From an optimization exercise on the open Yosys and OpenROAD flow, aimed at small area and a short achievable clock period; shortcuts taken in it are not production practice.
The RTL was checked by simulation tests, not by an equivalence proof against the original design.
Power is estimated from default activity; no workload was simulated.

job 101:
==> flow/design.v (excerpt) <==
module mips_v2_top (
   input  logic        CLK,
   input  logic        RST,
   input  logic        write,
   input  logic [31:0] INST,
   output logic        flag,
   output logic [31:0] out,
   output logic [31:0] ina,
   output logic [31:0] inb,
   output logic [31:0] ALUA,
   output logic [31:0] ALUB,
   output logic [4:0]  addr
);
Size: ~4600 cells after synthesis, about 1100 flip-flops, roughly 200 I/O pins, about 55000 um2 of cells after synthesis.
clock: 12.0 ns
lec_check: 0
cap_margin: 20
core_margin: 2
core_utilization: 58
cts_cluster_diameter: 60
cts_cluster_size: 24
slew_margin: 20
standard.sh (not shown) runs the stock make flow with config.mk's settings and CLKGATE_MAP_FILE= SYNTH_SCRIPT=/design/flow/synth_recipe.tcl, a recipe that flattens the netlist after the stock synthesis.
==> flow/flow/run.sh <==
#!/bin/bash
# Own flow: the standard layout (standard.sh, unchanged synthesis), with
#  - port buffers of type buf_1 (the resizer sizes them up where timing needs it)
#    instead of the default delay-cell buffers,
#  - the resizer allowed to swap cells across footprints,
#  - timing repair aimed at 5.6 ns of setup slack up to clock tree synthesis, and at
#    6.0 ns in the global-route repair, which sees the routed wires.
# Each run's make output goes to its own log file in the work folder.
set -euo pipefail
COMMON=(MATCH_CELL_FOOTPRINT=0 "BUFFER_PORTS_ARGS=-buffer_cell sky130_fd_sc_hd__buf_1")
bash standard.sh "${COMMON[@]}" SETUP_SLACK_MARGIN=5.6 cts > flow_make_cts.log 2>&1
bash standard.sh "${COMMON[@]}" SETUP_SLACK_MARGIN=6.0 finish > flow_make_finish.log 2>&1
test -f out/final.def
Job 101 finished end to end and its layout was clean on timing, DRC and antenna.
> inputs changed (job 101 -> job 102)
- CORE_UTILIZATION now 50, was 58
-- flow/flow/run.sh --
<<< job 101, line 6
#  - timing repair aimed at 5.6 ns of setup slack up to clock tree synthesis, and at
#    6.0 ns in the global-route repair, which sees the routed wires.
>>> job 102, line 6
#  - timing repair aimed at 5.8 ns of setup slack up to clock tree synthesis, and at
#    6.4 ns in the global-route repair, which sees the routed wires.
<<< job 101, line 11
bash standard.sh "${COMMON[@]}" SETUP_SLACK_MARGIN=5.6 cts > flow_make_cts.log 2>&1
bash standard.sh "${COMMON[@]}" SETUP_SLACK_MARGIN=6.0 finish > flow_make_finish.log 2>&1
>>> job 102, line 11
bash standard.sh "${COMMON[@]}" SETUP_SLACK_MARGIN=5.8 cts > flow_make_cts.log 2>&1
bash standard.sh "${COMMON[@]}" SETUP_SLACK_MARGIN=6.4 finish > flow_make_finish.log 2>&1
### Flow results
- Cmp job 102 vs job 101: global-route wire length before repair higher in job 102
- Cell with the biggest individual delay on the critical path = dfxtp_4: job 102; cell with the biggest individual delay on the critical path = a222oi_1: job 101
- Job 101 → job 102: clock period minus worst slack fell by 0.051 ns; hold slack rose by 0.021 ns.
- Job 102 vs job 101: core utilization down in job 102
- | fraction of layout cells with a size suffix above 1 | job 102 vs job 101 | 3.3 points higher |
- In job 102 relative to job 101, fill cell total of the finished layout had gone up by more than a quarter.
- Job 102 has final design instance area without fill above what job 101 had.
- From job 101 to job 102 the numbers moved as follows: total wirelength of the detailed-routed design now larger, switching part of the total power now larger.
Edits applied to the flow inputs when going from job 102 to job 103:
- CORE_UTILIZATION now 58, was 50
--- outcome ---
- The final layout from job 103, which completed every stage, passed the timing, DRC and antenna checks at the end of the flow.
- Diff job 102 -> job 103: total track usage now larger; part of the total power dissipated in sequential elements now sits higher.
- Between job 102 and job 103, post-synthesis to final-layout area growth is higher for job 102, job 103 comes in under that.
- flag as the capturing instance or port of the critical path was reported by job 102, and out[31] by job 103.
- Compared with job 102, job 103 shows instance area after placement that has gone down slightly.
- Detail-routed net length per standard cell (job 103 vs. job 102) decreases by a few percent
- Where final setup skew is concerned, job 102 is better than job 103.
- Job 103 vs job 102, multi-input combinational area share went up by 0.83 points.
- [job 103 vs job 102] clock period minus final worst setup slack: lower in job 103
- Total design power: job 103 better than job 102
- Job 102 → job 103: number of CTS-inserted buffers fell 18; area of the die fell about 14%.
Relative to job 103, the following input files were edited for job 104:
- CORE_UTILIZATION changed from 58 to 50
-- flow/flow/run.sh --
<<< job 103, line 6
#  - timing repair aimed at 5.8 ns of setup slack up to clock tree synthesis, and at
#    6.4 ns in the global-route repair, which sees the routed wires.
>>> job 104, line 6
#  - timing repair aimed at 6.0 ns of setup slack up to clock tree synthesis, and at
#    6.6 ns in the global-route repair, which sees the routed wires.
<<< job 103, line 11
bash standard.sh "${COMMON[@]}" SETUP_SLACK_MARGIN=5.8 cts > flow_make_cts.log 2>&1
bash standard.sh "${COMMON[@]}" SETUP_SLACK_MARGIN=6.4 finish > flow_make_finish.log 2>&1
>>> job 104, line 11
bash standard.sh "${COMMON[@]}" SETUP_SLACK_MARGIN=6.0 cts > flow_make_cts.log 2>&1
bash standard.sh "${COMMON[@]}" SETUP_SLACK_MARGIN=6.6 finish > flow_make_finish.log 2>&1
Notes after the runs:
As far as number of nets in the synthesized netlist goes, job 103 and job 104 are indistinguishable; the numbers are identical. The final reports for job 104 and job 103 show post-CTS resize count higher in the former. Job 104: final standard cell area without fillers 3.1% above job 103. Combinational power share: job 104 vs job 103 down 0.3 points. Compared job 104 vs job 103, and minimum period implied by the final worst setup slack is up in job 104. Comparing job 104 and job 103, initial core utilization is higher on job 103. Changes observed in job 104 relative to job 103: total detailed-routing wirelength increased by 23 mm relative to the old numbers; placed wire-length estimate after detailed placement increased by 16 mm relative to the old numbers.


## old
mips_v2_top, a different RTL version from the one above (not shown whole).
Size in the first run: roughly 4900 cells after synthesis, roughly 1100 flip-flops, about 200 I/O pins, ~58000 µm² of cells after synthesis.
export LEC_CHECK = 0
export CAP_MARGIN = 20
export CORE_MARGIN = 2
export CORE_UTILIZATION = 50
export CTS_CLUSTER_DIAMETER = 60
export CTS_CLUSTER_SIZE = 24
export SLEW_MARGIN = 20
create_clock -name core_clock -period 12.0 [get_ports {CLK}]
==> flow/flow/run.sh <==
#!/bin/bash
# Own flow: the standard layout (standard.sh, unchanged synthesis), with
#  - port buffers of type buf_1 (the resizer sizes them up where timing needs it)
#    instead of the default delay-cell buffers,
#  - the resizer allowed to swap cells across footprints,
#  - timing repair aimed at 5.6 ns of setup slack up to clock tree synthesis, and at
#    6.0 ns in the global-route repair, which sees the routed wires.
# Each run's make output goes to its own log file in the work folder.
set -euo pipefail
COMMON=(MATCH_CELL_FOOTPRINT=0 "BUFFER_PORTS_ARGS=-buffer_cell sky130_fd_sc_hd__buf_1")
bash standard.sh "${COMMON[@]}" SETUP_SLACK_MARGIN=5.6 cts > flow_make_cts.log 2>&1
bash standard.sh "${COMMON[@]}" SETUP_SLACK_MARGIN=6.0 finish > flow_make_finish.log 2>&1
test -f out/final.def
Both conditions hold for old: the flow ran to the end and the final layout passed the timing, DRC and antenna checks.
Relative to old, the following input files were edited for new:
==> flow/flow/run.sh <==
#!/bin/bash
# Own flow: the standard layout (standard.sh, unchanged synthesis), with
#  - port buffers of type buf_1 (the resizer sizes them up where timing needs it)
#    instead of the default delay-cell buffers,
#  - the resizer allowed to swap cells across footprints,
#  - timing repair aimed at 5.8 ns of setup slack up to clock tree synthesis, and at
#    6.4 ns in the global-route repair, which sees the routed wires.
# Each run's make output goes to its own log file in the work folder.
set -euo pipefail
COMMON=(MATCH_CELL_FOOTPRINT=0 "BUFFER_PORTS_ARGS=-buffer_cell sky130_fd_sc_hd__buf_1")
bash standard.sh "${COMMON[@]}" SETUP_SLACK_MARGIN=5.8 cts > flow_make_cts.log 2>&1
bash standard.sh "${COMMON[@]}" SETUP_SLACK_MARGIN=6.4 finish > flow_make_finish.log 2>&1
test -f out/final.def
==> results.txt <==
Taking old as the reference, in new total non-filler cell area in the finished layout higher; worst hold slack higher; final cell count without fillers higher.


The RTL this note starts from:
==> flow/design.v <==
module mips_v2_top (
   input  logic        CLK,
   input  logic        RST,
   input  logic        write,
   input  logic [31:0] INST,
   output logic        flag,
   output logic [31:0] out,
   output logic [31:0] ina,
   output logic [31:0] inb,
   output logic [31:0] ALUA,
   output logic [31:0] ALUB,
   output logic [4:0]  addr
);
   localparam int ADD = 0, SUB = 1, AND = 2, OR = 3, XOR = 4, NOR = 5, SLT = 6,
                  SLTU = 7, MOVZ = 8, SLL = 9, SRL = 10, SRA = 11, LUI = 12, FLG = 13;
   localparam int NOP = 14;
   logic [31:0] rf_q [1:31];
   logic [31:0] ina_q, inb_q, alub_q;
   logic [4:0]  addr_q;
   logic [4:0]  sha_q;            
   logic        sft_q;            
   logic        sub_q;            
   logic [NOP-1:0] op_q;          
   logic        pw_q;             
   logic [31:0] res;
   logic        pw;               
   logic [31:0] p, g, c;
   logic        cout;
   always_comb begin
      logic [31:0] b, gg, pp, gn, pn;
      b  = alub_q ^ {32{sub_q}};
      p  = ina_q ^ b;
      g  = ina_q & b;
      gg = g;
      pp = p;
      gg[0] = g[0] | (p[0] & sub_q);
      for (int d = 1; d < 32; d = d * 2) begin
         gn = gg;
         pn = pp;
         for (int i = d; i < 32; i++) begin
            gn[i] = gg[i] | (pp[i] & gg[i-d]);
            pn[i] = pp[i] & pp[i-d];
         end
         gg = gn;
         pp = pn;
      end
      c    = {gg[30:0], sub_q};
      cout = gg[31];
   end
   logic [31:0] shl, shr;
   always_comb begin
      logic [31:0] l, r;
      logic        f;
      f = op_q[SRA] & inb_q[31];
      l = inb_q;
      r = inb_q;
      for (int k = 0; k < 5; k++) begin
         if (sha_q[k]) begin
            l = l << (1 << k);
            r = (r >> (1 << k)) | ~({32{1'b1}} >> (1 << k)) & {32{f}};
         end
      end
      shl = l;
      shr = r;
   end
   always_comb begin
      logic [31:0] rest, r0, r1;
      logic        adds, d31, slt1, sltc, addz, eqz, restz, fe, fc;
      adds = op_q[ADD] | op_q[SUB];
      rest = ({32{op_q[AND]}}  & (ina_q & alub_q))
           | ({32{op_q[OR]}}   & (ina_q | alub_q))
           | ({32{op_q[XOR]}}  & (ina_q ^ alub_q))
           | ({32{op_q[NOR]}}  & ~(ina_q | alub_q))
           | ({32{op_q[MOVZ]}} & ina_q)
           | ({32{op_q[SLL]}}  & shl)
           | ({32{op_q[SRL] | op_q[SRA]}} & shr)
           | ({32{op_q[LUI]}}  & {alub_q[15:0], 16'h0000});
      d31  = ina_q[31] ^ alub_q[31];
      slt1 = (op_q[SLT] & d31 & ina_q[31]) | (op_q[SLTU] & ~g[31] & ~p[31]);
      sltc = (op_q[SLT] & ~d31) | (op_q[SLTU] & ~g[31]);    
      r0   = rest | ({32{adds}} & p);
      r1   = rest | ({32{adds}} & ~p);
      for (int i = 1; i < 32; i++)
         res[i] = c[i] ? r1[i] : r0[i];
      r1[0] = rest[0] | (adds & (p[0] ^ sub_q)) | slt1;
      res[0] = c[31] ? r1[0] : (r1[0] | sltc);
      addz  = ((ina_q ^ alub_q) == {(ina_q[30:0] | alub_q[30:0]), 1'b0});
      eqz   = (ina_q == alub_q);
      restz = (rest == 32'h0);
      fe    = (op_q[ADD] & addz) | (op_q[SUB] & eqz) |
              (op_q[SLT] & d31 & ~ina_q[31]) | (op_q[SLTU] & g[31]) |
              (~op_q[ADD] & ~op_q[SUB] & ~op_q[SLT] & ~op_q[SLTU] & restz);
      fc    = (op_q[SLT] & ~d31) | (op_q[SLTU] & p[31]);
      flag  = op_q[FLG] & (fe | (fc & c[31]));
      pw    = pw_q & (~op_q[MOVZ] | (inb_q == 32'h0));
   end
   logic [5:0]  opc, fn;
   logic [4:0]  rs, rt, rd, sh;
   logic [15:0] imm;
   logic [31:0] ra, rb;
   logic        ba, bb;
   assign opc = INST[31:26];
   assign rs  = INST[25:21];
   assign rt  = INST[20:16];
   assign rd  = INST[15:11];
   assign sh  = INST[10:6];
   assign fn  = INST[5:0];
   assign imm = INST[15:0];
   always_comb begin
      logic [31:0] xa, xb;
      xa = '0;
      xb = '0;
      for (int i = 1; i < 32; i++) begin
         xa = xa | ({32{(rs == 5'(i))}} & rf_q[i]);
         xb = xb | ({32{(rt == 5'(i))}} & rf_q[i]);
      end
      ra = xa;
      rb = xb;
   end
   assign ba = pw & (rs == addr_q);
   assign bb = pw & (rt == addr_q);
   logic [NOP-1:0] op_d;
   logic        valid, rtype, shimm, shvar, sext, zext;
   always_comb begin
      op_d   = '0;
      valid  = 1'b1;
      rtype  = 1'b0;
      shimm  = 1'b0;
      shvar  = 1'b0;
      sext   = 1'b0;
      zext   = 1'b0;
      case (opc)
         6'h00: begin
            rtype = 1'b1;
            case (fn)
               6'h20, 6'h21: op_d[ADD]  = 1'b1;
               6'h22, 6'h23: op_d[SUB]  = 1'b1;
               6'h24:        op_d[AND]  = 1'b1;
               6'h25:        op_d[OR]   = 1'b1;
               6'h26:        op_d[XOR]  = 1'b1;
               6'h27:        op_d[NOR]  = 1'b1;
               6'h2A:        op_d[SLT]  = 1'b1;
               6'h2B:        op_d[SLTU] = 1'b1;
               6'h0A:        op_d[MOVZ] = 1'b1;
               6'h00: begin op_d[SLL] = 1'b1; shimm = 1'b1; end
               6'h02: begin op_d[SRL] = 1'b1; shimm = 1'b1; end
               6'h03: begin op_d[SRA] = 1'b1; shimm = 1'b1; end
               6'h04: begin op_d[SLL] = 1'b1; shvar = 1'b1; end
               6'h06: begin op_d[SRL] = 1'b1; shvar = 1'b1; end
               6'h07: begin op_d[SRA] = 1'b1; shvar = 1'b1; end
               default: valid = 1'b0;
            endcase
         end
         6'h08, 6'h09: begin op_d[ADD] = 1'b1; sext = 1'b1; end
         6'h0A:        begin op_d[SLT] = 1'b1; sext = 1'b1; end
         6'h0C:        begin op_d[AND] = 1'b1; zext = 1'b1; end
         6'h0D:        begin op_d[OR]  = 1'b1; zext = 1'b1; end
         6'h0E:        begin op_d[XOR] = 1'b1; zext = 1'b1; end
         6'h0F:        begin op_d[LUI] = 1'b1; zext = 1'b1; end
         default:      valid = 1'b0;
      endcase
      op_d[FLG] = 1'b1;
   end
   logic        selb, sela;
   logic [31:0] ina_d, inb_d, alub_d;
   logic [4:0]  addr_d, sha_d;
   logic        sub_d;
   assign selb   = ~shimm & ~shvar & ~sext & ~zext;    
   assign sela   = shvar;                              
   assign ina_d  = ({32{~ba}} & ra) | ({32{ba}} & res);
   assign inb_d  = ({32{~bb}} & rb) | ({32{bb}} & res);
   assign alub_d = ({32{selb & ~bb}} & rb) | ({32{sela & ~ba}} & ra)
                 | ({32{(selb & bb) | (sela & ba)}} & res)
                 | {{16{sext & imm[15]}}, {16{sext | zext}} & imm}
                 | {27'h0, {5{shimm}} & sh};
   assign sha_d  = ({5{shimm}} & sh) | ({5{shvar & ~ba}} & ra[4:0])
                 | ({5{shvar & ba}} & res[4:0]);
   assign addr_d = ~valid ? 5'd0 : rtype ? rd : rt;
   assign sub_d  = op_d[SUB] | op_d[SLT] | op_d[SLTU];
   always_ff @(posedge CLK) begin
      if (RST) begin
         ina_q  <= '0;
         inb_q  <= '0;
         alub_q <= '0;
         addr_q <= '0;
         sha_q  <= '0;
         sft_q  <= 1'b0;
         sub_q  <= 1'b0;
         op_q   <= '0;
         pw_q   <= 1'b0;
      end else begin
         ina_q  <= ina_d;
         inb_q  <= inb_d;
         alub_q <= alub_d;
         addr_q <= addr_d;
         sha_q  <= sha_d;
         sft_q  <= shimm | shvar;
         sub_q  <= sub_d;
         op_q   <= op_d;
         pw_q   <= write & valid & (addr_d != 5'd0);
      end
   end
   always_ff @(posedge CLK) begin
      for (int i = 1; i < 32; i++)
         if (RST || (pw && addr_q == 5'(i))) rf_q[i] <= RST ? 32'h0 : res;
   end
   assign out  = res;
   assign ina  = ina_q;
   assign inb  = inb_q;
   assign ALUA = sft_q ? inb_q : ina_q;
   assign ALUB = alub_q;
   assign addr = addr_q;
endmodule
export LEC_CHECK = 0
export CAP_MARGIN = 20
export CORE_MARGIN = 2
export CORE_UTILIZATION = 50
export CTS_CLUSTER_DIAMETER = 60
export CTS_CLUSTER_SIZE = 24
export SLEW_MARGIN = 20
create_clock -name core_clock -period 12.0 [get_ports {CLK}]
==> flow/flow/run.sh <==
#!/bin/bash
# Own flow: the standard layout (standard.sh, unchanged synthesis), with
#  - port buffers of type buf_1 (the resizer sizes them up where timing needs it)
#    instead of the default delay-cell buffers,
#  - the resizer allowed to swap cells across footprints,
#  - timing repair aimed at 5.6 ns of setup slack up to clock tree synthesis, and at
#    6.0 ns in the global-route repair, which sees the routed wires.
# Each run's make output goes to its own log file in the work folder.
set -euo pipefail
COMMON=(MATCH_CELL_FOOTPRINT=0 "BUFFER_PORTS_ARGS=-buffer_cell sky130_fd_sc_hd__buf_1")
bash standard.sh "${COMMON[@]}" SETUP_SLACK_MARGIN=5.6 cts > flow_make_cts.log 2>&1
bash standard.sh "${COMMON[@]}" SETUP_SLACK_MARGIN=6.0 finish > flow_make_finish.log 2>&1
test -f out/final.def
Edit:
--- a/flow/flow/run.sh
+++ b/flow/flow/run.sh
@@ -6,2 +6,2 @@
-#  - timing repair aimed at 5.6 ns of setup slack up to clock tree synthesis, and at
-#    6.0 ns in the global-route repair, which sees the routed wires.
+#  - timing repair aimed at 5.8 ns of setup slack up to clock tree synthesis, and at
+#    6.2 ns in the global-route repair, which sees the routed wires.
@@ -11,2 +11,2 @@
-bash standard.sh "${COMMON[@]}" SETUP_SLACK_MARGIN=5.6 cts > flow_make_cts.log 2>&1
-bash standard.sh "${COMMON[@]}" SETUP_SLACK_MARGIN=6.0 finish > flow_make_finish.log 2>&1
+bash standard.sh "${COMMON[@]}" SETUP_SLACK_MARGIN=5.8 cts > flow_make_cts.log 2>&1
+bash standard.sh "${COMMON[@]}" SETUP_SLACK_MARGIN=6.2 finish > flow_make_finish.log 2>&1
=>
- design area climbs by 0.84%
- routed wire length increases by about 0.8%
- sequential power is about the same
- setup slack gets better by 90 ps
- die area does not change
- utilization came out higher by 0.49 points
- maximum frequency went up by 1.4%
- total power is about the same
- area after synthesis stays the same

[port drivers added, routing unchanged]
How much do the figures lean on ideal ports? The routed layouts below were timed once more, with nothing changed but the port constraints.
Step 1 sets driving cells, clkbuf_16 on the clock port and buf_2 on the other inputs (assumed; they add their load-dependent delay and slew).
Step 2 times the ports against the registers' clock, not the clock port: input delays grow and output delays shrink by t, the midpoint of the rising clock arrivals with the driver on.
Three values: ideal, step 1, step 2; two values: the first two.
run | shift t [ns] | slack for setup (ns) | worst setup path after step 2
job 101 | 0.722 | 5.570 / 5.500 / 5.543 | input to register
job 102 | 0.791 | 5.621 / 5.549 / 5.413 | input to register
job 103 | 0.724 | 5.676 / 5.607 / 5.536 | input to register
job 104 | 0.790 | 5.295 / 5.223 / 5.599 | input to register
old | 0.797 | 5.507 / 5.436 / 5.048 | input to register
new | 0.792 | 5.778 / 5.707 / 5.426 | input to register
the first run of note 3 | 0.800 | 5.445 / 5.372 / 5.204 | input to register
the second run of note 3 | 0.795 | 5.535 / 5.463 / 5.321 | input to register
After both steps setup and hold are still met in every run listed. The setup slack of old, which loses most, moves by -0.071 ns with the drivers and by -0.459 ns with both steps.
